This is an optimization exercise on Yosys and OpenROAD, whose aim is small area, a short achievable clock period and few clock cycles, not a production implementation.
Only simulation tests tie the RTL to the original design; equivalence was not proved.
No activity file was given, so power comes from the tool's default toggle rates.

==> inputs of job 1905 <==
## tcp_reno_congestion_window_top
module tcp_reno_congestion_window_top (
  input  logic              clk,
  input  logic              rst_n,
  input  logic              cfg_wr_en,
  input  logic [47:0]       cfg_wr_data,    
  input  logic              in_tvalid,
  output logic              in_tready,
  input  logic [31:0]       in_tdata,       
  input  logic [0:0]        in_tuser,       
  output logic              out_tvalid,
  input  logic              out_tready,
  output logic [87:0]       out_tdata       
);
Settings: LEC_CHECK=0, CAP_MARGIN=20, CORE_MARGIN=2, CORE_UTILIZATION=62, SLEW_MARGIN=20; clock period 8.5 ns.
run.sh (not shown) runs the stock make flow with config.mk's settings and CLKGATE_MAP_FILE= SYNTH_SCRIPT=/design/flow/synth_recipe.tcl, a recipe that flattens the netlist after the stock synthesis.
==> job 8611: changes against job 1905 <==
CORE_UTILIZATION = 55   (was 62)
==> run notes <==
Of job 1905 and job 8611, job 8611 has the higher combinational power (gap about 2%, measured against job 8611).
Against job 1905, the final cell count of job 8611 is higher by 1.7%.
Of job 1905 and job 8611, job 1905 has the higher first-iteration DRC count (gap 11%, measured against job 8611).
Between job 8611 and job 1905, the lower non-clock buffer count is in job 1905 (gap 8).
Utilization: job 8611 is lower than job 1905 (7.5 points).
In job 8611 the clock skew is higher than in job 1905, by 18 ps.
==> figures <==
Run status: job 1905 no timing/DRC/antenna violations; job 8611 no timing/DRC/antenna violations
Total power of the final layout: job 1905 10.16 mW; job 8611 10.20 mW
Sequential fraction of total cell area: job 1905 20.89%; job 8611 20.82%
Layout-to-synthesis area ratio: job 1905 1.1132x; job 8611 1.1169x
Critical path data arrival time: job 1905 8180 ps; job 8611 7860 ps
Stages on worst setup path: job 1905 27; job 8611 15
Row Count: job 1905 88; job 8611 93
Worst Slack Setup Final: job 1905 818.4 ps; job 8611 1148 ps
Met1 GRT Util: job 1905 61.74%; job 8611 58.42%
Count of inserted tapcells: job 1905 765; job 8611 855
Count of cells along the worst register-to-register path: job 1905 27; job 8611 15
Seq. cell area: job 1905 8332 um^2; job 8611 8334 um^2
Routed length on met1: job 1905 55150 um; job 8611 60380 um
Testbench counts of job 1905, summed over its fixed seeds: cycles 21,921.
Testbench counts of job 8611, summed over its fixed seeds: cycles 21,921.

---

==> run A <==
tcp_reno_congestion_window_top, a different RTL version from the one above (not shown whole).
export LEC_CHECK = 0
export CAP_MARGIN = 20
export CORE_MARGIN = 2
export CORE_UTILIZATION = 40
export SLEW_MARGIN = 20
create_clock -name core_clock -period 8.5 [get_ports {clk}]
==> run G: changes against run A <==
--- a/flow/design.v
+++ b/flow/design.v
@@ -91,39 +91,43 @@
   logic        xlz_r;       
   logic        busy_r;
   logic [3:0]  bs_r;
   logic [32:0] km1_r;       
   logic        cv_r;        
   logic [1:0]  us_r;
   logic [5:0]  remm1_r;     
+  logic [5:0]  j_r;         
   logic [16:0] d_r;         
   logic [16:0] a_r;         
   logic [16:0] q_r;         
   logic [16:0] ex_r;        
   logic [1:0]  cx_r;        
   logic [4:0]  cnt_r;
   logic [32:0] ku_x, ku_y;
   logic        ku_cin;
   logic [33:0] ku_sum;
   logic        ku_eq, ku_ge;
   assign ku_sum  = {1'b0, ku_x} + {1'b0, ~ku_y} + {33'd0, ku_cin};
   assign ku_eq   = ku_x == ku_y;
   assign ku_ge   = ku_sum[33] | ku_eq;
-  logic        rv_r, r_act_r, r_fin_r;
+  logic        rv_r, r_act_r, r_fin_r, r_dup_r;
+  logic        r_needw;     
   logic [31:0] r_ackp1_r;   
   logic [32:0] r_km1_r;     
   logic        take, take_new, cap, seg_act;
   logic [31:0] in_ackp1;
   logic [31:0] base_eff;
   logic [32:0] in_diff;
   logic        in_final;
   logic [32:0] km1_cur;
   logic [7:0]  dup_inc;
   logic [31:0] thr_h;
-  assign take       = rv_r && !busy_r && (!ov_r || out_tready);
+  assign r_needw    = !fin_r && (r_act_r || (!r_fin_r && r_dup_r &&
+                       phase_r != PH_FAST_RECOVERY && dup_inc == DUP_TRIGGER));
+  assign take       = rv_r && !busy_r && (!ov_r || out_tready) && !(j_r != 6'd0 && r_needw);
   assign take_new   = take && !fin_r && !r_act_r && !r_fin_r && !r_km1_r[32];
   assign seg_act    = busy_r || take_new;
   assign in_tready  = !rv_r || take;
   assign cap        = in_tvalid && in_tready;
   assign out_tvalid = ov_r;
   assign out_tdata  = {4'b0000, fin_r, rtx_r, base_r, phase_r, thr_r, wn_r};
   assign in_ackp1  = in_tdata + 32'd1;
@@ -185,15 +189,15 @@
   logic [15:0] wa_a, wa_b;
   logic [15:0] wa_sum;
   logic [15:0] wf_b;
   logic        wf_cin;
   logic [16:0] wf_sum;
   assign in_fast = (wn_r != 16'd0) && (wn_r <= NF);
   assign fast_ok = cv_r && in_fast;
-  assign kd      = km1_cur[5:0] * d_r[15:0] + d_r[15:0];
+  assign kd      = j_r * d_r[15:0];
   assign wa_a    = (!seg_act && phase_r != PH_FAST_RECOVERY) ? thr_h[31:16] : wn_r;
   assign wa_b    = (seg_act && phase_r == PH_SLOW_START) ? km1_cur[15:0] :
                    ((!seg_act && phase_r != PH_FAST_RECOVERY) ? 16'd2 : 16'd0);
   assign wa_sum  = wa_a + wa_b + 16'd1;
   assign wf_sum  = {1'b0, wf_r} + {1'b0, wf_b} + {16'd0, wf_cin};
   logic [15:0] wn_n, wf_n;
   logic [31:0] thr_n, base_n;
@@ -204,14 +208,15 @@
   logic [32:0] km1_n;
   logic        cv_n;
   logic [1:0]  us_n;
   logic [15:0] st_tn, st_tf;
   logic        st_ok;
   logic        chg_to, chg_tr;    
   logic [5:0]  remm1_n;
+  logic [5:0]  j_n;
   logic [16:0] d_n, a_n, q_n, ex_n;
   logic [1:0]  cx_n;
   logic [4:0]  cnt_n;
   logic        t_chg;       
   logic        thr_ld;      
   logic        fast_use;    
   logic        done;
@@ -249,14 +254,16 @@
     s_mul   = 1'b0;
     s_dv    = d_r;
     ku_x    = km1_cur;
     ku_y    = 33'd0;
     ku_cin  = 1'b0;
     wf_b    = kd;
     wf_cin  = 1'b0;
+    j_n     = 6'd0;
+    if (j_r != 6'd0) wf_n = wf_sum[15:0];
     if (take) begin
       rtx_n = 1'b0;
       if (fin_r) begin
       end else if (r_act_r) begin
         thr_n   = thr_h;
         thr_ld  = 1'b1;
         ssn_n   = thr_h[31:16] + {15'h7FFF, thr_h[15:0] != 16'd0};
@@ -269,15 +276,15 @@
         chg_to  = 1'b1;
       end else if (r_fin_r) begin
         fin_n = 1'b1;
       end else if (!r_km1_r[32]) begin
         dup_n  = '0;
         base_n = r_ackp1_r;
         busy_n = 1'b1;
-      end else if (&r_km1_r) begin
+      end else if (r_dup_r) begin
         dup_n = dup_inc;
         if (phase_r == PH_FAST_RECOVERY) begin
           if (wn_r == 16'hFFFF) wf_n = 16'hFFFF;
           else wn_n = wa_sum;
         end else if (dup_inc == DUP_TRIGGER) begin
           thr_n   = thr_h;
           thr_ld  = 1'b1;
@@ -334,15 +341,15 @@
                   d_n     = q_r;
                   a_n     = ch_g;
                   ex_n    = ch_e;
                   q_n     = rom_d;
                   cx_n    = {ch_minus, ch_plus};
                   done    = ku_eq;
                 end else begin
-                  wf_n    = wf_sum[15:0];
+                  j_n     = km1_cur[5:0] + 6'd1;
                   remm1_n = remm1_r + ~km1_cur[5:0];
                   done    = 1'b1;
                 end
               end else if (!in_fast) begin
                 a_n   = '0;
                 q_n   = 17'h10000;
                 cnt_n = 5'd16;
@@ -500,14 +507,15 @@
       fin_r   <= 1'b0;
       rtx_r   <= 1'b0;
       ov_r    <= 1'b0;
       xhi_r   <= '0;
       xlz_r   <= 1'b1;
       busy_r  <= 1'b0;
       rv_r    <= 1'b0;
+      j_r     <= 6'd0;
       bs_r    <= B_SEG;
       cv_r    <= 1'b0;
       us_r    <= U_IDLE;
     end else begin
       wn_r    <= wn_n;
       wf_r    <= wf_n;
       thr_r   <= thr_n;
@@ -517,27 +525,29 @@
       base_r  <= base_n;
       phase_r <= phase_n;
       fin_r   <= fin_n;
       rtx_r   <= rtx_n;
       ov_r    <= (take && !take_new) || done || (ov_r && !out_tready);
       busy_r  <= busy_n;
       rv_r    <= cap || (rv_r && !take);
+      j_r     <= j_n;
       bs_r    <= bs_n;
       cv_r    <= cv_n;
       us_r    <= us_n;
       if (cfg_wr_en) begin
         xhi_r <= cfg_wr_data[47:10];
         xlz_r <= cfg_wr_data[9:0] == 10'd0;
       end
     end
     km1_r   <= km1_n;
     if (cap) begin
       r_ackp1_r <= in_ackp1;
       r_act_r <= in_tuser[0];
       r_km1_r <= in_diff;
+      r_dup_r <= &in_diff;
       r_fin_r <= in_final;
     end
     remm1_r <= remm1_n;
     rom_a_r <= rom_a_n;
     d_r     <= d_n;
     a_r     <= a_n;
     q_r     <= q_n;
==> summary of the runs <==
- In run G the fmax is higher than in run A, by about 0.43%.
- Against run A, the global-route usage of run G is lower by 0.84 points.
- Utilization: run G is lower than run A (0.13 points).
- Between run G and run A, the lower die area is in run G (gap 0.48%, measured against run A).
- In sequential power, run A and run G hardly differ.
- Between run A and run G, the lower via count is in run G (gap 1.4%, measured against run G).
- Against run A, the setup slack of run G is better by 0.033 ns.
==> figures <==
Status: run G no timing/DRC/antenna violations; run A no timing/DRC/antenna violations
Fraction of the mapped netlist area in compound gates: run G 0.272; run A 0.278
Amount of wire on met2 after detailed routing: run G 69.9 mm; run A 72.9 mm
Peak VDD IR: run G 0.181 mV; run A 0.179 mV
Share of the core filled with cells in the final layout: run G 0.460; run A 0.461
Depth of the critical timing path with buffers and inverters included: run G 18; run A 26
Final clock-cell share: run G 0.0430; run A 0.0391
Initial core utilization: run G 0.402; run A 0.403
Sequential standard cell area: run G 8330 µm²; run A 8180 µm²
Count of flip-flops with a built-in enable after synthesis: run G 68; run A 67
Number of standard cells after synthesis: run G 4880; run A 4863
GR Layer Usage met3: run G 0.0990; run A 0.104
Power Total: run G 11100 µW; run A 13100 µW
Switching portion of total power: run G 0.488; run A 0.517
Repair and plain buffers: run G 362; run A 394
Testbench counts of run A, summed over its fixed seeds: cycles 21,567.
Testbench counts of run G, summed over its fixed seeds: cycles 21,921.

port drivers added, routing unchanged:
Ports are ideal in the flow. The routed layouts listed here were re-timed in OpenROAD. Step 1: set_driving_cell puts a clkbuf_16 on clk and a buf_2 on each other input, an assumption about the parent block. Step 2 moves the port delays by t, midway between the first and last clock arrival at a register: inputs arrive t later, outputs are due t later. That takes back most of the time a late clock gives input paths. Slacks: ideal / step 1 / step 2; pairs: ideal / step 1.
run	shift t [ns]	setup slack, ns	worst slew at a driven data input, ns
job 1905	0.680	0.818 / 0.818 / 0.818	0.06
job 8611	0.693	1.148 / 1.148 / 1.148	0.07
run A	0.706	0.786 / 0.818 / 0.126	0.06
run G	0.706	0.819 / 0.857 / 0.151	0.07
After both steps setup and hold are still met in every run listed. The setup slack of run G, which loses most, moves by +0.038 ns with the drivers and by -0.668 ns with both steps.
